Source: an optimization exercise on an open RTL-to-GDS flow (aim: small area, a short achievable clock period and few clock cycles). Production flows keep margins and buffers that such runs may drop.
At most, simulation tests tie the RTL to the original design; equivalence was not proved.
Only the layout flow was run in runs 1 and 2; the RTL was not checked for function there.
Power and IR drop assume default switching activity.

### flow/design.v
package alu_pkg;
    localparam int WORD_W  = 32;
    localparam int SHAMT_W = 5;
    typedef logic [WORD_W-1:0]   word_t;
    typedef logic [2*WORD_W-1:0] dword_t;
    typedef enum logic [4:0] {
        OP_OR    = 5'd0,
        OP_AND   = 5'd1,
        OP_NOR   = 5'd2,
        OP_XOR   = 5'd3,
        OP_SLL   = 5'd4,
        OP_SRL   = 5'd5,
        OP_SRA   = 5'd6,
        OP_ADD   = 5'd7,
        OP_ADDU  = 5'd8,
        OP_SUB   = 5'd9,
        OP_SUBU  = 5'd10,
        OP_SLT   = 5'd11,
        OP_SLTU  = 5'd12,
        OP_CLZ   = 5'd13,
        OP_CLO   = 5'd14,
        OP_MUL   = 5'd15,
        OP_MULT  = 5'd16,
        OP_MULTU = 5'd17,
        OP_MFHI  = 5'd18,
        OP_MFLO  = 5'd19,
        OP_MTHI  = 5'd20,
        OP_MTLO  = 5'd21
    } alu_op_e;
    typedef enum logic [2:0] {
        RES_LOGIC     = 3'd0,
        RES_SHIFT     = 3'd1,
        RES_MOVE      = 3'd2,
        RES_ARITH     = 3'd3,
        RES_MUL       = 3'd4,
        RES_HILO_ONLY = 3'd5
    } res_class_e;
endpackage
package apb_pkg;
    localparam int APB_ADDR_W = 8;
    typedef logic [APB_ADDR_W-1:0] apb_addr_t;
    localparam apb_addr_t ADDR_OPA    = 8'h00;
    localparam apb_addr_t ADDR_OPB    = 8'h04;
    localparam apb_addr_t ADDR_CMD    = 8'h08;
    localparam apb_addr_t ADDR_RESULT = 8'h0C;
    localparam apb_addr_t ADDR_HI     = 8'h10;
    localparam apb_addr_t ADDR_LO     = 8'h14;
    localparam apb_addr_t ADDR_STATUS = 8'h18;
    localparam int STAT_BUSY    = 0;
    localparam int STAT_OVF     = 1;
    localparam int STAT_ILLEGAL = 2;
endpackage
module alu_add #(parameter int W = 32) (
    input  logic [W-1:0] a,
    input  logic [W-1:0] b,
    input  logic         ci,
    output logic [W-1:0] s,
    output logic         co,
    output logic [W-1:0] p     
);
    logic [W-1:0] g, gp, pp, g2, p2;
    always_comb begin
        p  = a ^ b;
        g  = a & b;
        g[0] = g[0] | (p[0] & ci);
        gp = g;
        pp = p;
        for (int l = 0; (1 << l) < W; l++) begin
            g2 = gp;
            p2 = pp;
            for (int i = 0; i < W; i++) begin
                if ((i >> l) & 1) begin
                    g2[i] = gp[i] | (pp[i] & gp[((i >> l) << l) - 1]);
                    p2[i] = pp[i] & pp[((i >> l) << l) - 1];
                end
            end
            gp = g2;
            pp = p2;
        end
        s  = p ^ {gp[W-2:0], ci};
        co = gp[W-1];
    end
endmodule
module alu_core (
    input  logic               clk_i,
    input  logic               rst_n_i,
    input  apb_pkg::apb_addr_t paddr_i,
    input  logic               psel_i,
    input  logic               penable_i,
    input  logic               pwrite_i,
    input  alu_pkg::word_t     pwdata_i,
    output alu_pkg::word_t     prdata_o,
    output logic               pready_o,
    output logic               pslverr_o
);
    localparam int K     = 4;           
    localparam int NSTEP = 32 / K;
    localparam int W     = K + 33;      
    logic [31:0] opa_q, opb_q, result_q, hi_q, lo_q;
    logic [4:0]  cmd_q;
    logic        ovf_q, ill_q;
    logic        res_v, hi_v, lo_v;
    logic        xfer_q;       
    logic        pready_q;
    logic        err_q;
    logic        wopa_q, wopb_q, wcmd_q;   
    logic        wcls_q;       
    logic [31:0] prdata_q;
    logic [3:0]  c_lut;        
    logic        c_sub, c_add, c_slt, c_sltu, c_sh, c_shl, c_sra, c_lc, c_clo;
    logic        c_mfhi, c_mflo, c_mthi, c_mtlo, c_ovfchk, c_ill, c_res;
    logic        c_mul, c_ml, c_ms;
    logic [3:0]    cnt_q;      
    logic          mlow_q;     
    logic          sgn_q;
    logic [4:0]    dig_q;      
    logic          run_q;      
    wire       setup   = psel_i & ~penable_i;
    wire [2:0] ix      = paddr_i[4:2];
    wire       inrange = (paddr_i[7:5] == 3'd0) && (paddr_i[1:0] == 2'd0);
    wire       a_rw    = inrange && (ix <= 3'd2);           
    wire       a_ro    = inrange && (ix >= 3'd3) && (ix <= 3'd6);
    wire       s_err   = ~(a_rw | a_ro) | (pwrite_i & a_ro);
    wire       s_wcls  = pwrite_i ? a_rw : (a_ro && (ix != 3'd6));
    wire [4:0] wc      = pwdata_i[4:0];
    wire complete = xfer_q & pready_q;
    wire launch   = complete & wcmd_q;
    wire [31:0] b_eff = opb_q ^ {32{c_sub}};
    wire [31:0] sum, pab;
    wire        cout;
    alu_add #(.W(32)) u_add (.a(opa_q), .b(b_eff), .ci(c_sub), .s(sum), .co(cout), .p(pab));
    wire        ovf   = (opa_q[31] == b_eff[31]) && (sum[31] != opa_q[31]);
    wire        lt    = c_sltu ? ~cout : (sum[31] ^ ovf);
    logic [31:0] lg;
    always_comb begin
        for (int i = 0; i < 32; i++) lg[i] = c_lut[{opa_q[i], opb_q[i]}];
    end
    wire [31:0] lc_in = c_clo ? ~opa_q : opa_q;
    logic [5:0] lc;
    always_comb begin
        lc = 6'd32;
        for (int i = 0; i < 32; i++) if (lc_in[i]) lc = 6'(31 - i);
    end
    logic [31:0] sh_in, sh_out;
    always_comb begin
        for (int i = 0; i < 32; i++) sh_in[i] = c_shl ? opb_q[31 - i] : opb_q[i];
    end
    wire [31:0] sh_r = 32'($signed({c_sra & sh_in[31], sh_in}) >>> opa_q[4:0]);
    always_comb begin
        for (int i = 0; i < 32; i++) sh_out[i] = c_shl ? sh_r[31 - i] : sh_r[i];
    end
    wire [31:0] res_alu = lg
                        | ({32{c_add}} & sum)
                        | {31'd0, c_slt & lt}
                        | ({32{c_sh}} & sh_out)
                        | {26'd0, {6{c_lc}} & lc}
                        | ({32{c_mfhi & hi_v}} & hi_q)
                        | ({32{c_mflo & lo_v}} & lo_q);
    wire cmd_ovf = c_ovfchk & ovf;
    wire          m_start = launch & c_mul;
    wire          m_first = ~run_q;
    wire          m_run   = run_q | m_start;
    wire          m_sgn   = m_first ? c_ms : sgn_q;
    wire          m_low   = m_first ? c_ml : mlow_q;
    wire          m_fix   = (cnt_q == 4'd8);               
    wire          m_last  = m_fix | ((cnt_q == 4'd7) & (m_low | m_sgn));
    function automatic logic [4:0] m_fetch(input logic [31:0] bv, input logic [3:0] j);
        logic [35:0] bx;
        bx = {4'd0, bv};
        m_fetch = {bx[j*4 +: 4], (j == 4'd0) ? 1'b0 : bx[j*4 - 1]};
    endfunction
    wire [4:0]    m_d     = m_first ? (c_ml ? m_fetch(opb_q, 4'd7) : m_fetch(opb_q, 4'd0)) : dig_q;
    wire [3:0]    m_nidx  = m_low ? 4'd6 - cnt_q : cnt_q + 1'b1;
    wire [32:0]   m_a     = {m_sgn & opa_q[31], opa_q};
    logic [33:0]  m_pp0, m_pp1;
    logic         m_n0, m_n1;
    always_comb begin
        logic one0, two0, one1, two1;
        one0 = m_d[1] ^ m_d[0];
        two0 = (m_d[2] & ~m_d[1] & ~m_d[0]) | (~m_d[2] & m_d[1] & m_d[0]);
        m_n0 = m_d[2];
        one1 = m_d[3] ^ m_d[2];
        two1 = (m_d[4] & ~m_d[3] & ~m_d[2]) | (~m_d[4] & m_d[3] & m_d[2]);
        m_n1 = m_d[4];
        m_pp0 = (({34{one0}} & {m_a[32], m_a}) | ({34{two0}} & {m_a, 1'b0})) ^ {34{m_n0}};
        m_pp1 = (({34{one1}} & {m_a[32], m_a}) | ({34{two1}} & {m_a, 1'b0})) ^ {34{m_n1}};
    end
    localparam int MW = 38;
    wire [MW-1:0] m_acc   = m_first ? '0 :
                            m_low   ? MW'({result_q[27:0], 4'd0}) :
                                      {{(MW-32){hi_q[31]}}, hi_q};
    wire [MW-1:0] m_r0    = {{(MW-34){m_pp0[33]}}, m_pp0};
    wire [MW-1:0] m_r1    = {{(MW-36){m_pp1[33]}}, m_pp1, m_n1, m_n0};
    wire [MW-1:0] m_cx    = m_acc ^ m_r0 ^ m_r1;
    wire [MW-1:0] m_cy    = (m_acc & m_r0) | (m_acc & m_r1) | (m_r0 & m_r1);
    wire [MW-1:0] m_sum;
    wire          m_co;
    wire [MW-1:0] m_px;
    alu_add #(.W(MW)) u_madd (.a(m_cx), .b({m_cy[MW-2:0], m_n1}), .ci(m_n1), .s(m_sum), .co(m_co), .p(m_px));
    wire [31:0]   m_shift = {m_sum[3:0], lo_q[31:4]};
    wire [3:0]    cnt_d   = m_run ? (m_last ? 4'd0 : cnt_q + 1'b1) : 4'd0;
    wire res_we = (launch & c_res & ~cmd_ovf) | (m_run & m_low);
    wire hi_we  = (launch & c_mthi) | (m_run & ~m_low);
    wire lo_we  = (launch & c_mtlo) | (m_run & ~m_low & ~m_fix);
    wire [31:0] res_d = m_run ? m_sum[31:0] : res_alu;
    wire [31:0] hi_d  = m_run ? (m_fix ? m_sum[31:0] : m_sum[35:4]) : opa_q;
    wire [31:0] lo_d  = m_run ? m_shift : opa_q;
    logic [31:0] rd_mux;
    always_comb begin
        case (ix)
            3'd0: rd_mux = opa_q;
            3'd1: rd_mux = opb_q;
            3'd2: rd_mux = {27'd0, cmd_q};
            3'd3: rd_mux = result_q & {32{res_v}};
            3'd4: rd_mux = hi_q & {32{hi_v}};
            3'd5: rd_mux = lo_q & {32{lo_v}};
            3'd6: rd_mux = {29'd0, ill_q, ovf_q, 1'b0};
            default: rd_mux = 32'd0;
        endcase
    end
    always_ff @(posedge clk_i) begin
        prdata_q <= rd_mux;
        if (res_we) result_q <= res_d;
        if (hi_we)  hi_q     <= hi_d;
        if (lo_we)  lo_q     <= lo_d;
        dig_q <= m_fetch(opb_q, m_nidx);
        begin
            c_lut    <= (wc == 5'd0) ? 4'b1110 : (wc == 5'd1) ? 4'b1000 :
                        (wc == 5'd2) ? 4'b0001 : (wc == 5'd3) ? 4'b0110 : 4'b0000;
            c_sub    <= (wc == 5'd9) || (wc == 5'd10) || (wc == 5'd11) || (wc == 5'd12);
            c_add    <= (wc >= 5'd7) && (wc <= 5'd10);
            c_slt    <= (wc == 5'd11) || (wc == 5'd12);
            c_sltu   <= (wc == 5'd12);
            c_sh     <= (wc >= 5'd4) && (wc <= 5'd6);
            c_shl    <= (wc == 5'd4);
            c_sra    <= (wc == 5'd6);
            c_lc     <= (wc == 5'd13) || (wc == 5'd14);
            c_clo    <= (wc == 5'd14);
            c_mfhi   <= (wc == 5'd18);
            c_mflo   <= (wc == 5'd19);
            c_mthi   <= (wc == 5'd20);
            c_mtlo   <= (wc == 5'd21);
            c_ovfchk <= (wc == 5'd7) || (wc == 5'd9);
            c_ill    <= (wc >= 5'd22);
            c_res    <= (wc <= 5'd14) || (wc == 5'd18) || (wc == 5'd19);
            c_mul    <= (wc >= 5'd15) && (wc <= 5'd17);
            c_ml     <= (wc == 5'd15);
            c_ms     <= (wc == 5'd15) || (wc == 5'd16);
        end
    end
    always_ff @(posedge clk_i or negedge rst_n_i) begin
        if (!rst_n_i) begin
            opa_q    <= '0;
            opb_q    <= '0;
            cmd_q    <= '0;
            ovf_q    <= 1'b0;
            ill_q    <= 1'b0;
            res_v    <= 1'b0;
            hi_v     <= 1'b0;
            lo_v     <= 1'b0;
            xfer_q   <= 1'b0;
            pready_q <= 1'b1;
            err_q    <= 1'b0;
            wopa_q   <= 1'b0;
            wopb_q   <= 1'b0;
            wcmd_q   <= 1'b0;
            wcls_q   <= 1'b0;
            cnt_q    <= '0;
            run_q    <= 1'b0;
            mlow_q   <= 1'b0;
            sgn_q    <= 1'b0;
        end else begin
            if (setup) begin
                xfer_q <= 1'b1;
                err_q  <= s_err;
                wopa_q <= pwrite_i & inrange & (ix == 3'd0);
                wopb_q <= pwrite_i & inrange & (ix == 3'd1);
                wcmd_q <= pwrite_i & inrange & (ix == 3'd2);
                wcls_q <= s_wcls;
                if (pwrite_i & inrange & (ix == 3'd2)) cmd_q <= wc;
            end else if (complete) begin
                xfer_q <= 1'b0;
            end
            pready_q <= ~((setup ? s_wcls : (xfer_q & ~pready_q & wcls_q)) & ~m_first);
            if (complete & wopa_q) opa_q <= pwdata_i;
            if (complete & wopb_q) opb_q <= pwdata_i;
            if (res_we) res_v <= 1'b1;
            if (hi_we)  hi_v  <= 1'b1;
            if (lo_we)  lo_v  <= 1'b1;
            if (launch) begin
                ovf_q <= cmd_ovf;
                ill_q <= c_ill;
            end
            cnt_q <= cnt_d;
            run_q <= (cnt_d != '0);
            if (m_start) begin
                mlow_q <= c_ml;
                sgn_q  <= c_ms;
            end
        end
    end
    assign prdata_o  = prdata_q;
    assign pready_o  = pready_q;
    assign pslverr_o = err_q;
endmodule
### flow/flow/run.sh
#!/bin/bash
# The standard layout (standard.sh), with timing repair aimed at a
# shorter achieved period, port buffers of a plain buffer cell, and the
# resizer free to pick any equivalent cell.
set -euo pipefail
bash standard.sh \
    SETUP_SLACK_MARGIN=15 \
    MATCH_CELL_FOOTPRINT=0 \
    "BUFFER_PORTS_ARGS=-buffer_cell sky130_fd_sc_hd__buf_4" \
    finish > standard_flow.log 2>&1
### flow/standard.sh
#!/bin/bash
# synth_recipe.tcl (not shown) runs the flow's synth.tcl, then flattens the netlist and writes it again
# the make line also repeats each setting of config.mk as NAME=value (left out here)
make -C /OpenROAD-flow-scripts/flow DESIGN_CONFIG=/design/flow/config.mk WORK_HOME=/design/flow/orfs CLKGATE_MAP_FILE= SYNTH_SCRIPT=/design/flow/synth_recipe.tcl "${@:-finish}"
### flow/config.mk
export PLATFORM = sky130hd
export DESIGN_NAME = alu_core
export DESIGN_NICKNAME = alu_core
export VERILOG_FILES = /design/flow/design.v
export SDC_FILE = /design/flow/constraint.sdc
export NUM_CORES = 4
export LEC_CHECK = 0
export CAP_MARGIN = 20
export CORE_MARGIN = 2
export CORE_UTILIZATION = 40
export PLACE_DENSITY = 0.6
export SLEW_MARGIN = 20
### flow/constraint.sdc
create_clock -name core_clock -period 20.0 [get_ports {clk_i}]
set_input_delay 4.0000 -clock core_clock [delete_from_list [all_inputs] [get_ports {clk_i}]]
set_output_delay 4.0000 -clock core_clock [all_outputs]
set_load 0.01 [all_outputs]
==> flow_summary.json, run 1 <==
{
  "syn_inst": 2570,
  "report.final.hold_viol_count": 0,
  "cts_tree": "built",
  "core_mm2": 0.05381,
  "cellInternalPower_w": 0.001106,
  "ant_nets": 0,
  "rsz0062_at_grt": "true",
  "ir_drop_mv": 0.06046,
  "status": "finished clean",
  "final_cell_mix": "nand2_1 (407), nor2_1 (195), buf_4 (168)",
  "drt_pass1_iterations": 9,
  "p_clk_share_pct": 30.0,
  "critPathKind": "reg2reg",
  "max_freq_mhz": 189.8,
  "finalNonFillerCells": 3295,
  "die_x_um": 237.4,
  "ys.warnings.count": 3,
  "die_h_um": 237.4,
  "cts_buffer_depth": 3,
  "finish.instance_area_mm2": 0.02614,
  "ys.flop_type": "edfxtp_1",
  "final_common_cell": "nand2_1",
  "synth_seq_cells": 243,
  "swShare_pct": 37.10,
  "die-area_mm2": 0.05634,
  "fin_setup_tns_ns": 0,
  "portBuffers": 78,
  "final_net_count": 2732,
  "drt-total-wl_um": 96030,
  "grt_pass1_vias": 20240,
  "critPathMaxFanout": 8,
  "path_common_cell": "a21o_1",
  "arrival_ns": 5.61,
  "ys_seq_area_share_pct": 28.77,
  "fillCellCount": 5043,
  "finalSetupViolCount": 0,
  "drc": 0,
  "p_sw_w": 0.0006525,
  "grtUsageTotal_pct": 32.70,
  "root_buffer": "clkbuf_16",
  "routabilityCongestion": 0.9515,
  "grt_pass1_wl_um": 137100,
  "grt_max_degree": 78,
  "final.min_clock_period_ns": 5.268,
  "p_leak_nw": 10.46,
  "cp_data_required_time_ns": 20.34,
  "skew_ns": 0.02154,
  "ys_types": 82,
  "row_count": 85,
  "hp-class": "reg2reg",
  "antenna_found_initial": 2,
  "area_delta_synth_final_pct": 20.00,
  "grt_overflow": 0,
  "maxCapViolations": 0,
  "slowest_stage": "dfrtp_4",
  "avgSynthCellArea_um2": 8.477,
  "fin_util_pct": 48.58,
  "dpl_cell_area_mm2": 0.02305,
  "yosysTopAreaCell": "edfxtp_1",
  "endpoint_kind": "flip-flop",
  "dpl.hpwl_um": 62980,
  "regArea_mm2": 0.006337,
  "vias_per_cell": 6.648,
  "critical-path-max-stage-delay_ns": 0.55,
  "htree_levels": 1,
  "clk_latency_ns": 0.59,
  "synth_fp_nets": 2727,
  "synth_area_leaders": "edfxtp_1 (13%), dfrtp_1 (10%), nand2_1 (7.1%), dfxtp_1 (5.4%), mux2i_1 (5.1%)",
  "tightest_slew_ns": 1.072,
  "start_util_pct": 40.48,
  "async_flop_share_pct": 36.21,
  "dp.cells": 3143,
  "whs_path_depth": 2,
  "combPwrFrac_pct": 38.4,
  "wire_per_inst_um": 29.15,
  "clk_pin_slew_ns": 0.06,
  "powerDensity_mw_per_mm2": 67.28,
  "slew_viol_final": 0,
  "worstSetupStartpointType": "flip-flop",
  "clkSinkCount": 243,
  "syn-cell-area_mm2": 0.02178,
  "finalCritPeriodShare_pct": 26.34,
  "num_vias": 21910,
  "io_pins": 79,
  "synth_edf_count": 96,
  "power_frac_seq_pct": 31.7,
  "worstRegToRegCells": 25,
  "slew_headroom_pct": 28.02,
  "layout-drive-gt1-share_pct": 25.21,
  "hold_slack_ns": 0.4191,
  "first_iter_violations": 3266,
  "multi_input_area_mm2": 0.01553,
  "synth_top_area_share_pct": 13.23,
  "cts-buffers-inserted": 29
}
-- state kept, by name (all words and copies together) (netlist names), 4 cells and up --
register and cells:
cmd_q 5, cnt_q 4, dig_q 5, hi_q 32
lo_q 32, opa_q 32, opb_q 32, prdata_q 32
result_q 32
-- power by group through the flow --
stage	clock [W]	sequential, W	combinational [W]
detailed placement	0	0.000564	0.000538
finish	0.000527	0.000557	0.000675
floorplan	0	0.000549	0.000382
CTS	0.000529	0.000555	0.000596
global placement	0	0.000564	0.000529
global route	0.000547	0.000557	0.000715
-- critical path: cells and delay by family, from the launching register on --
kind,cells,cell delay (ns)
buffers and inverters,3,0.46
AOI/OAI and AO/OA,13,2.12
and+or+nand+nor,5,0.60
xor gates and xnor gates,1,0.15
DFF,1,0.55
adders and majority gates,3,1.15
-- stage by stage --
step,worst slack (ns),total power (W)
after floorplan,14.71,0.0009319
after global placement,13.56,0.001093
after global routing,14.55,0.001819
after detailed placement,13.47,0.001103
after CTS,14.75,0.001680
final,14.73,0.001759
-- path summary, 6_finish.rpt --
kind                          from        end  slack, ns
setup / recovery             run_q   hi_q[29]      14.73
hold reg to reg              c_ill      ill_q       0.42
setup reg to reg             run_q   hi_q[29]      14.73
hold / removal               c_ill      ill_q       0.42
max in group asynchronous  rst_n_i   opa_q[0]      15.32
min in group asynchronous  rst_n_i  opa_q[27]       3.36
-- layer usage --
layer | vias to the layer above | share of wire [%] | global-route usage, %
li1 | 9407 | - | -
met2 | 1483 | 44 | 50.26
met5 | - | 0.0083 | 0
met1 | 10700 | 39 | 43.63
met3 | 317 | 11 | 7.061
met4 | 2 | 6.4 | 16.01
-- layout make-up --
| cell class | count | share of cell area (%) |
|---|---|---|
| Inverter | 37 | 0.5313 |
| Multi-Input combinational cell | 2023 | 59.41 |
| Antenna cell | 1 | 0.009572 |
| Tap cell | 696 | 3.331 |
| Clock inverter | 15 | 0.4403 |
| Clock buffer | 39 | 3.077 |
| Sequential cell | 243 | 24.24 |
| Timing Repair Buffer | 241 | 8.955 |
-- what timing repair did --
| action | CTS | global route |
|---|---|---|
| buffers inserted | 53 | 29 |
| pin swaps | 44 | 68 |
| resized for setup | 170 | 92 |
| setup endpoints to repair | 131 | 134 |
| hold buffers | 0 | 0 |
| gates cloned | 13 | 1 |
-- kinds of logic (layout without fill, tap and decap cells) --
family	after synthesis	after routing	synth area share [%]
AOI/OAI and AO/OA	700	701	22.18
other	0	1	0
xor gates and xnor gates	97	97	3.900
muxes	250	250	14.51
DFF	243	243	28.77
and+or+nand+nor	856	862	17.19
adders and majority gates	113	113	7.995
buffers and inverters	311	332	5.451
-- Yosys cell counts (16+ instances only) --
library cell,number
xnor2_1,43
a21oi_1,153
a222oi_1,34
a21o_1,38
fa_1,44
mux2i_1,112
nand3_1,35
dfxtp_1,59
mux2_2,94
nand2b_1,27
or3_1,16
clkbuf_1,230
nor2b_1,54
nor2_1,208
dfrtp_1,87
mux4_2,43
o211ai_1,25
xor2_1,54
a22oi_1,50
edfxtp_1,96
ha_1,68
a211oi_1,46
a221oi_1,81
nand2_1,411
inv_1,35
nor3_1,35
o21ai_0,138
buf_1,33
and3_1,16
==> inputs of run 2 (changes only) <==
--- a/flow/flow/run.sh
+++ b/flow/flow/run.sh
@@ -4,7 +4,7 @@
 # resizer free to pick any equivalent cell.
 set -euo pipefail
 bash standard.sh \
-    SETUP_SLACK_MARGIN=15 \
+    SETUP_SLACK_MARGIN=14.6 \
     MATCH_CELL_FOOTPRINT=0 \
     "BUFFER_PORTS_ARGS=-buffer_cell sky130_fd_sc_hd__buf_4" \
     finish > standard_flow.log 2>&1
==> run 2 against run 1 <==
Still clean on timing, DRC and antenna; register-to-register slack lost 0.11 ns; die area is the same; global-route usage shrank 1.3 points; synthesized cell count is the same; combinational power shrank 11%; power shrank 3.4%; first-iteration DRC count shrank 3.8%; clock power grew 3%; sequential share of layout area grew 1.2 points; clock skew shrank 0.0022 ns; clock-buffer cell count grew 5; largest cell class unchanged; highest routed layer unchanged.
==> flow_summary.json, run 2 <==
{
  "status": "finished clean",
  "max_freq_mhz": 186.1,
  "die_x_um": 237.4,
  "finalNonFillerCells": 3236,
  "root_buffer": "clkbuf_16",
  "clkSinkCount": 243,
  "clk_pin_slew_ns": 0.07,
  "skew_ns": 0.01932,
  "ys_types": 82,
  "p_leak_nw": 9.940,
  "swShare_pct": 36.38,
  "maxCapViolations": 0,
  "slew_viol_final": 0,
  "finalSetupViolCount": 0,
  "grtUsageTotal_pct": 31.38,
  "hp-class": "reg2reg",
  "p_sw_w": 0.0006180,
  "drt_pass1_iterations": 10,
  "vias_per_cell": 6.591,
  "grt_pass1_vias": 19650,
  "cellInternalPower_w": 0.001081,
  "worstSetupStartpointType": "flip-flop",
  "synth_top_area_share_pct": 13.23,
  "ys.flop_type": "edfxtp_1",
  "io_pins": 79,
  "syn_inst": 2570,
  "ant_nets": 0,
  "antenna_found_initial": 6,
  "die-area_mm2": 0.05634,
  "power_frac_seq_pct": 32.8,
  "syn-cell-area_mm2": 0.02178,
  "worstRegToRegCells": 22,
  "fin_util_pct": 46.07,
  "final_common_cell": "nand2_1",
  "layout-drive-gt1-share_pct": 19.23,
  "area_delta_synth_final_pct": 13.81,
  "whs_path_depth": 2,
  "grt_pass1_wl_um": 132300,
  "wire_per_inst_um": 28.24,
  "critPathMaxFanout": 31,
  "cts-buffers-inserted": 28,
  "hold_slack_ns": 0.4222,
  "combPwrFrac_pct": 35.2,
  "ys.warnings.count": 3,
  "arrival_ns": 5.71,
  "synth_area_leaders": "edfxtp_1 (13%), dfrtp_1 (10%), nand2_1 (7.1%), dfxtp_1 (5.4%), mux2i_1 (5.1%)",
  "portBuffers": 78,
  "core_mm2": 0.05381,
  "slew_headroom_pct": 31.69,
  "synth_seq_cells": 243,
  "dp.cells": 3144,
  "powerDensity_mw_per_mm2": 68.52,
  "rsz0062_at_grt": "true",
  "final_net_count": 2673,
  "synth_edf_count": 96,
  "grt_overflow": 0,
  "ir_drop_mv": 0.06399,
  "routabilityCongestion": 0.9969,
  "final_cell_mix": "nand2_1 (410), nor2_1 (204), buf_4 (170)",
  "clk_latency_ns": 0.59,
  "synth_fp_nets": 2727,
  "drc": 0,
  "cp_data_required_time_ns": 20.33,
  "die_h_um": 237.4,
  "cts-hold-fix-buffers": 0,
  "ys_seq_area_share_pct": 28.77,
  "num_vias": 21330,
  "avgSynthCellArea_um2": 8.477,
  "yosysTopAreaCell": "edfxtp_1",
  "cts_tree": "built",
  "synth_most_common_cell": "nand2_1",
  "endpoint_kind": "flip-flop",
  "grt_max_degree": 78,
  "finalCritPeriodShare_pct": 26.87,
  "final.min_clock_period_ns": 5.374,
  "fin_setup_tns_ns": 0,
  "critPathKind": "reg2reg",
  "drt-total-wl_um": 91390,
  "htree_levels": 1,
  "first_iter_violations": 3143,
  "tightest_slew_ns": 1.020,
  "yosys-top-cells-count": "nand2_1 (411), clkbuf_1 (230), nor2_1 (208)",
  "row_count": 85,
  "dpl.hpwl_um": 62380,
  "p_clk_share_pct": 32.0,
  "cts_buffer_depth": 3,
  "start_util_pct": 40.48,
  "report.final.hold_viol_count": 0,
  "async_flop_share_pct": 36.21
}
==> run 2: cell types whose count changed in the layout (fill, tap and decap cells not counted), moves of 9 or more <==
| cell | delta |
|---|---|
| nor2_1 | +9 |
| dfxtp_1 | +31 |
| a221oi_1 | +18 |
| ha_1 | +12 |
| ha_4 | -9 |
| buf_6 | -43 |
| a21oi_1 | +11 |
| dfxtp_2 | -29 |
| a221oi_2 | -20 |
==> run 2: per-stage QoR <==
stage	setup slack, ns	power, W	instance area (um2)
finish	14.63	0.001699	24790
global route	14.35	0.001767	24790
CTS	14.60	0.001659	24280
detailed placement	13.50	0.001102	22860
global placement	13.56	0.001095	22860
floorplan	14.61	0.0009242	21810
==> run 2: worst paths after layout <==
| kind | slack, ns | endpoint | startpoint |
|---|---|---|---|
| setup / recovery | 14.63 | hi_q[29] | c_ml |
| hold / removal | 0.42 | ill_q | c_ill |
| hold reg to reg | 0.42 | ill_q | c_ill |
| setup reg to reg | 14.63 | hi_q[29] | c_ml |
| max in group asynchronous | 15.40 | opa_q[15] | rst_n_i |
| min in group asynchronous | 3.37 | cnt_q[3] | rst_n_i |
==> run 2: power groups by stage <==
stage	Combinational [W]	Clock, W	Sequential (W)
final	0.000598	0.000544	0.000557
after global routing	0.000643	0.000567	0.000557
after CTS	0.000556	0.000548	0.000555
after detailed placement	0.000535	0	0.000566
after global placement	0.000529	0	0.000566
after floorplan	0.000375	0	0.000549
==> run 2: final cells by class <==
cell class	instances	area, um2
antenna	2	5.005
clock buffer	44	853.3
clock inverter	8	98.84
fill	5228	29020
inverter	37	138.9
multi-input combinational	2019	14920
sequential	243	6296
tap	696	870.8
timing repair buffer	187	1614
==> run 2: logic make-up after synthesis <==
group,count (synthesis),synth area share (%)
compound gates,700,22.18
xor+xnor,97,3.900
fa+ha+maj,113,7.995
buf+inv,311,5.451
flops,243,28.77
mux,250,14.51
simple gates,856,17.19
==> run 2: repair_timing <==
item,CTS,global route
cloned,5,2
resized for setup,58,63
pin swaps,4,16
setup endpoints to repair,57,56
buffers inserted,18,11
==> run 2: critical path: stages (launching register included) <==
cell and delay (ns):
dfxtp_4 0.43, mux2i_1 0.24, nor2_1 0.07, a21oi_2 0.20
and2_4 0.21, buf_12 0.17, nor3_2 0.07, buf_6 0.20
a221oi_1 0.36, fa_1 0.48, ha_1 0.40, a21o_1 0.20
a21o_1 0.19, a21o_1 0.19, a21o_1 0.21, a221o_1 0.34
a21o_1 0.19, a21o_1 0.19, fa_2 0.35, xnor2_2 0.16
a21oi_1 0.08, o21ai_1 0.10, nand2_1 0.06
==> run 2: layer usage <==
metal,routed length [um],part of all wire (%),GRT usage (%)
met1,35520,39,41.52
met2,40400,44,49.07
met3,9800,11,6.167
met4,5641,6.2,15.42
met5,27,0.030,0
==> inputs of run 3 (changes only) <==
--- a/flow/design.v
+++ b/flow/design.v
@@ -95,6 +95,7 @@
 );
     localparam int K     = 4;           
     localparam int NSTEP = 32 / K;
+    localparam int CW    = 3;           
     localparam int W     = K + 33;      
     logic [31:0] opa_q, opb_q, result_q, hi_q, lo_q;
     logic [4:0]  cmd_q;
@@ -110,10 +111,10 @@
     logic        c_sub, c_add, c_slt, c_sltu, c_sh, c_shl, c_sra, c_lc, c_clo;
     logic        c_mfhi, c_mflo, c_mthi, c_mtlo, c_ovfchk, c_ill, c_res;
     logic        c_mul, c_ml, c_ms;
-    logic [3:0]    cnt_q;      
+    logic [CW-1:0] cnt_q;      
     logic          mlow_q;     
     logic          sgn_q;
-    logic [4:0]    dig_q;      
+    logic [K-1:0]  dig_q;      
     logic          run_q;      
     wire       setup   = psel_i & ~penable_i;
     wire [2:0] ix      = paddr_i[4:2];
@@ -159,51 +160,35 @@
     wire cmd_ovf = c_ovfchk & ovf;
     wire          m_start = launch & c_mul;
     wire          m_first = ~run_q;
-    wire          m_run   = run_q | m_start;
+    wire          m_run   = ~m_first | m_start;
     wire          m_sgn   = m_first ? c_ms : sgn_q;
     wire          m_low   = m_first ? c_ml : mlow_q;
-    wire          m_fix   = (cnt_q == 4'd8);               
-    wire          m_last  = m_fix | ((cnt_q == 4'd7) & (m_low | m_sgn));
-    function automatic logic [4:0] m_fetch(input logic [31:0] bv, input logic [3:0] j);
-        logic [35:0] bx;
-        bx = {4'd0, bv};
-        m_fetch = {bx[j*4 +: 4], (j == 4'd0) ? 1'b0 : bx[j*4 - 1]};
-    endfunction
-    wire [4:0]    m_d     = m_first ? (c_ml ? m_fetch(opb_q, 4'd7) : m_fetch(opb_q, 4'd0)) : dig_q;
-    wire [3:0]    m_nidx  = m_low ? 4'd6 - cnt_q : cnt_q + 1'b1;
+    wire          m_last  = (cnt_q == CW'(NSTEP - 1));
+    wire [K-1:0]  m_d     = m_first ? (c_ml ? opb_q[31:32-K] : opb_q[K-1:0]) : dig_q;
+    wire [CW-1:0] m_nidx  = m_low ? CW'(NSTEP - 2) - cnt_q : cnt_q + 1'b1;
     wire [32:0]   m_a     = {m_sgn & opa_q[31], opa_q};
-    logic [33:0]  m_pp0, m_pp1;
-    logic         m_n0, m_n1;
-    always_comb begin
-        logic one0, two0, one1, two1;
-        one0 = m_d[1] ^ m_d[0];
-        two0 = (m_d[2] & ~m_d[1] & ~m_d[0]) | (~m_d[2] & m_d[1] & m_d[0]);
-        m_n0 = m_d[2];
-        one1 = m_d[3] ^ m_d[2];
-        two1 = (m_d[4] & ~m_d[3] & ~m_d[2]) | (~m_d[4] & m_d[3] & m_d[2]);
-        m_n1 = m_d[4];
-        m_pp0 = (({34{one0}} & {m_a[32], m_a}) | ({34{two0}} & {m_a, 1'b0})) ^ {34{m_n0}};
-        m_pp1 = (({34{one1}} & {m_a[32], m_a}) | ({34{two1}} & {m_a, 1'b0})) ^ {34{m_n1}};
-    end
-    localparam int MW = 38;
-    wire [MW-1:0] m_acc   = m_first ? '0 :
-                            m_low   ? MW'({result_q[27:0], 4'd0}) :
-                                      {{(MW-32){hi_q[31]}}, hi_q};
-    wire [MW-1:0] m_r0    = {{(MW-34){m_pp0[33]}}, m_pp0};
-    wire [MW-1:0] m_r1    = {{(MW-36){m_pp1[33]}}, m_pp1, m_n1, m_n0};
-    wire [MW-1:0] m_cx    = m_acc ^ m_r0 ^ m_r1;
-    wire [MW-1:0] m_cy    = (m_acc & m_r0) | (m_acc & m_r1) | (m_r0 & m_r1);
-    wire [MW-1:0] m_sum;
-    wire          m_co;
-    wire [MW-1:0] m_px;
-    alu_add #(.W(MW)) u_madd (.a(m_cx), .b({m_cy[MW-2:0], m_n1}), .ci(m_n1), .s(m_sum), .co(m_co), .p(m_px));
-    wire [31:0]   m_shift = {m_sum[3:0], lo_q[31:4]};
-    wire [3:0]    cnt_d   = m_run ? (m_last ? 4'd0 : cnt_q + 1'b1) : 4'd0;
+    wire          m_neg   = m_last & m_sgn & ~m_low;    
+    wire [W-1:0]  m_acc   = m_first ? '0 :
+                            m_low   ? W'({result_q[31-K:0], {K{1'b0}}}) :
+                                      {{(K+1){m_sgn & hi_q[31]}}, hi_q};
+    logic [W-1:0] m_sum;
+    always_comb begin
+        m_sum = m_acc;
+        for (int i = 0; i < K; i++) begin
+            if (i == K - 1)
+                m_sum = m_sum + ((((W'({{(W-33){m_a[32]}}, m_a})) ^ {W{m_neg}}) & {W{m_d[i]}}) << i)
+                              + W'(m_neg & m_d[i] ? (1 << i) : 0);
+            else
+                m_sum = m_sum + (W'({{(W-33){m_a[32]}}, m_a} & {W{m_d[i]}}) << i);
+        end
+    end
+    wire [31:0]   m_shift = {m_sum[K-1:0], lo_q[31:K]};
+    wire [CW-1:0] cnt_d   = m_run ? (m_last ? '0 : cnt_q + 1'b1) : '0;
     wire res_we = (launch & c_res & ~cmd_ovf) | (m_run & m_low);
     wire hi_we  = (launch & c_mthi) | (m_run & ~m_low);
-    wire lo_we  = (launch & c_mtlo) | (m_run & ~m_low & ~m_fix);
+    wire lo_we  = (launch & c_mtlo) | (m_run & ~m_low);
     wire [31:0] res_d = m_run ? m_sum[31:0] : res_alu;
-    wire [31:0] hi_d  = m_run ? (m_fix ? m_sum[31:0] : m_sum[35:4]) : opa_q;
+    wire [31:0] hi_d  = m_run ? m_sum[K+31:K] : opa_q;
     wire [31:0] lo_d  = m_run ? m_shift : opa_q;
     logic [31:0] rd_mux;
     always_comb begin
@@ -223,7 +208,7 @@
         if (res_we) result_q <= res_d;
         if (hi_we)  hi_q     <= hi_d;
         if (lo_we)  lo_q     <= lo_d;
-        dig_q <= m_fetch(opb_q, m_nidx);
+        dig_q <= opb_q[m_nidx*K +: K];
         begin
             c_lut    <= (wc == 5'd0) ? 4'b1110 : (wc == 5'd1) ? 4'b1000 :
                         (wc == 5'd2) ? 4'b0001 : (wc == 5'd3) ? 4'b0110 : 4'b0000;
--- a/flow/flow/run.sh
+++ b/flow/flow/run.sh
@@ -4,7 +4,7 @@
 # resizer free to pick any equivalent cell.
 set -euo pipefail
 bash standard.sh \
-    SETUP_SLACK_MARGIN=14.6 \
+    SETUP_SLACK_MARGIN=15 \
     MATCH_CELL_FOOTPRINT=0 \
     "BUFFER_PORTS_ARGS=-buffer_cell sky130_fd_sc_hd__buf_4" \
     finish > standard_flow.log 2>&1
==> run 3 against run 2 <==
Sequential share of layout area decreased by 1.5 points; via count down 4.3%; routed wire length fell by 1.6%; largest cell class unchanged; critical endpoint is now result_q[31]; still clean; sequential power about the same; highest routed layer unchanged.
==> flow_summary.json, run 3 <==
{
  "report.final.hold_viol_count": 0,
  "die-area_mm2": 0.05781,
  "finalCritPeriodShare_pct": 27.48,
  "wire_per_inst_um": 27.81,
  "die_h_um": 240.4,
  "grt_pass1_wl_um": 132900,
  "synth.area.mux_share_pct": 15.49,
  "synth_top_area_share_pct": 12.89,
  "clk_latency_ns": 0.55,
  "syn_inst": 2448,
  "ys.warnings.count": 2,
  "critPathMaxFanout": 8,
  "final_net_count": 2709,
  "io_pins": 79,
  "synth_most_common_cell": "nand2_1",
  "cp_top_family": "adder cells",
  "die_x_um": 240.4,
  "max_freq_mhz": 182.0,
  "fin_setup_tns_ns": 0,
  "final.min_clock_period_ns": 5.495,
  "multi_input_area_mm2": 0.01559,
  "cp_data_required_time_ns": 20.27,
  "drt-total-wl_um": 89930,
  "synth_fp_nets": 2697,
  "yosysTopAreaCell": "edfxtp_1",
  "dpl.hpwl_um": 61690,
  "synth_fa_ha_area_share_pct": 14.91,
  "portBuffers": 78,
  "regArea_mm2": 0.006265,
  "synth_seq_cells": 241,
  "endpoint_kind": "flip-flop",
  "worst_slack_ns": 14.50,
  "area_delta_synth_final_pct": 17.14,
  "clkSinkCount": 241,
  "p_leak_nw": 10.90,
  "worstSetupStartpointType": "flip-flop",
  "finalSetupViolCount": 0,
  "drc": 0,
  "critPathKind": "reg2reg",
  "ir_drop_mv": 0.05681,
  "powerDensity_mw_per_mm2": 73.62,
  "hp-class": "reg2reg",
  "ant_nets": 0,
  "vias_per_cell": 6.315,
  "arrival_ns": 5.76,
  "async_flop_share_pct": 36.10,
  "routabilityCongestion": 0.9587,
  "synth_area_leaders": "edfxtp_1 (13%), dfrtp_1 (9.6%), fa_1 (9.3%), mux2_2 (6.7%), nand2_1 (5.7%)",
  "core_mm2": 0.05520,
  "synth_edf_count": 96,
  "clk_pin_slew_ns": 0.06,
  "drt_pass1_iterations": 7,
  "critPathBufInv": 5,
  "num_vias": 20420,
  "place_ws_ns": 12.69,
  "avgSynthCellArea_um2": 9.135,
  "met2_usage_pct": 49.26,
  "slowest_stage": "fa_2",
  "row_count": 86,
  "grt.busiest_layer": "met2",
  "antenna_found_initial": 3,
  "grtUsageMet3_pct": 7.095,
  "status": "finished clean",
  "synth_top_family_by_area": "compound AO/OA/AOI/OAI gates",
  "synth-simple-area-share_pct": 14.41,
  "first_iter_violations": 2608,
  "final_common_cell": "nand2_1",
  "final_cell_mix": "nand2_1 (340), buf_4 (138), nor2_1 (136)",
  "root_buffer": "clkbuf_16",
  "synth_xor_area_share_pct": 4.661,
  "cts_tree": "built",
  "crit_chain": "buf_6 > mux2_4 > nand3_4 > buf_12 > xnor2_4 > nor2_2 > fa_1 > inv_2 > fa_2 > inv_2 > ha_4 > ha_4 > fa_2 > a211oi_4 > o21ai_4 > a2111oi_4 > nor4_4 > buf_6 > or2_1 > a21bo_1 > a21oi_2 > xor2_1 > a21oi_1",
  "rsz0062_at_grt": "true",
  "synth_compound_area_share_pct": 16.64,
  "critical-path-max-stage-delay_ns": 0.53,
  "fillCellCount": 5153,
  "layout-drive-gt1-share_pct": 23.34,
  "tightest_slew_ns": 1.153,
  "ys_seq_area_share_pct": 27.82,
  "start_util_pct": 40.51,
  "grt_pass1_vias": 20200,
  "grt_overflow": 0,
  "grtUsageTotal_pct": 31.24,
  "syn-cell-area_mm2": 0.02236,
  "maxCapViolations": 0,
  "cts-buffers-inserted": 34,
  "grt_util_met1_pct": 40.26,
  "grt_max_degree": 64,
  "slew_headroom_pct": 23.13,
  "ys.flop_type": "edfxtp_1",
  "slew_viol_final": 0,
  "cts_buffer_depth": 3,
  "htree_levels": 2,
  "skew_ns": 0.01587,
  "ys_types": 85,
  "yosys-top-cells-count": "nand2_1 (342), clkbuf_1 (167), nor2_1 (145)"
}
run 3: changes by cell type after synthesis, moves of 59 or more:
cell      before  now
a221oi_1      81   22
fa_1          44  104
nand2_1      411  342
inv_1         35  132
clkbuf_1     230  167
nor2_1       208  145
o21ai_0      138   79
run 3: area by class of cell:
class | count | area share, %
sequential | 241 | 23.92
multi-input combinational | 1858 | 59.52
antenna | 1 | 0.009553
timing repair buffer | 189 | 6.635
tap | 748 | 3.573
clock inverter | 15 | 0.7404
inverter | 136 | 1.949
clock buffer | 46 | 3.659
run 3: what timing repair did:
action                     4_1_cts  5_1_grt
setup endpoints to repair      136       74
resized for setup              126       71
gates cloned                     3        0
hold buffers                     0        0
pin swaps                       53       40
setup buffers                   43       13
run 3: per-layer routing:
layer  wire length [um]  up-vias  share of wire (%)
met1              34830    10110                 39
met2              40700     1227                 45
met4               5354        4                6.0
met3               9014      293                 10
met5                 32        -              0.036
li1                   -     8793                  -
run 3: final timing paths:
kind,startpoint,to,slack (ns),cells past startpoint
setup / recovery,run_q,result_q[31],14.50,23
hold / removal,c_ill,ill_q,0.41,2
setup reg to reg,run_q,result_q[31],14.50,23
hold reg to reg,c_ill,ill_q,0.41,2
max in group asynchronous,rst_n_i,run_q,15.31,2
min in group asynchronous,rst_n_i,opa_q[11],3.39,1
run 3: worst reg2reg max path, cell delays in order (launching register included):
cell,delay (ns)
dfrtp_4,0.52
buf_6,0.13
mux2_4,0.32
nand3_4,0.10
buf_12,0.16
xnor2_4,0.14
nor2_2,0.06
fa_1,0.49
inv_2,0.04
fa_2,0.53
inv_2,0.05
ha_4,0.21
ha_4,0.16
fa_2,0.39
a211oi_4,0.33
o21ai_4,0.12
a2111oi_4,0.38
nor4_4,0.08
buf_6,0.15
or2_1,0.22
a21bo_1,0.18
a21oi_2,0.12
xor2_1,0.22
a21oi_1,0.10
run 3: power breakdown:
| group | total, W | switching [W] | internal, W |
|---|---|---|---|
| clock | 0.000637 | 0.000246 | 0.000390 |
| sequential | 0.000558 | 0.0000307 | 0.000528 |
| combinational | 0.000734 | 0.000431 | 0.000303 |
run 3: cell families (layout without fill, tap and decap cells):
| kind of cell | after synthesis | in the layout |
|---|---|---|
| compound gates | 548 | 548 |
| xor+xnor | 119 | 119 |
| fa+ha+maj | 204 | 204 |
| buf+inv | 351 | 386 |
| flops | 241 | 241 |
| mux | 267 | 267 |
| other cells | 0 | 1 |
| simple gates | 718 | 720 |
run 3: per-stage QoR:
step	instance area [um2]	power [W]	hold slack [ns]	util [%]	instances
final	26200	0.001929	0.4143	47.45	3234
after global routing	26190	0.002015	0.4339	47.45	3233
after CTS	25810	0.001885	0.4168	46.76	3220
after detailed placement	23640	0.001157	0.4088	42.83	3113
after global placement	23630	0.001144	0.4074	42.81	3113
after floorplan	22550	0.0009778	0.3981	-	2448
Testbench counts of run 3, summed over its fixed seeds: cycles 155,960.

what the ideal ports hide:
Ports are ideal in the flow. The routed layouts listed here were re-timed in OpenROAD.
Step 1 sets driving cells, clkbuf_16 on the clock port and buf_2 on the other inputs (assumed; they add their load-dependent delay and slew).
Step 2 moves the port delays by t, midway between the first and last clock arrival at a register: inputs arrive t later, outputs are due t later. That takes back most of the time a late clock gives input paths.
Slacks: ideal ports / drivers / drivers and shift; pairs: ideal ports / drivers.
run | shift t [ns] | setup WS [ns] | worst setup path after step 2 | clock arrival spread, ns | pins driven straight from the clock port
run 1 | 0.641 | 14.732 / 14.696 / 14.407 | input to register | 0.024 / 0.024 | 1
run 2 | 0.638 | 14.626 / 14.603 / 14.055 | input to register | 0.020 / 0.020 | 1
run 3 | 0.600 | 14.505 / 14.505 / 14.369 | input to register | 0.016 / 0.016 | 1
After both steps setup and hold are still met in every run listed. For run 2, which loses most, drivers alone change the setup slack by -0.023 ns; drivers and shift together by -0.571 ns.
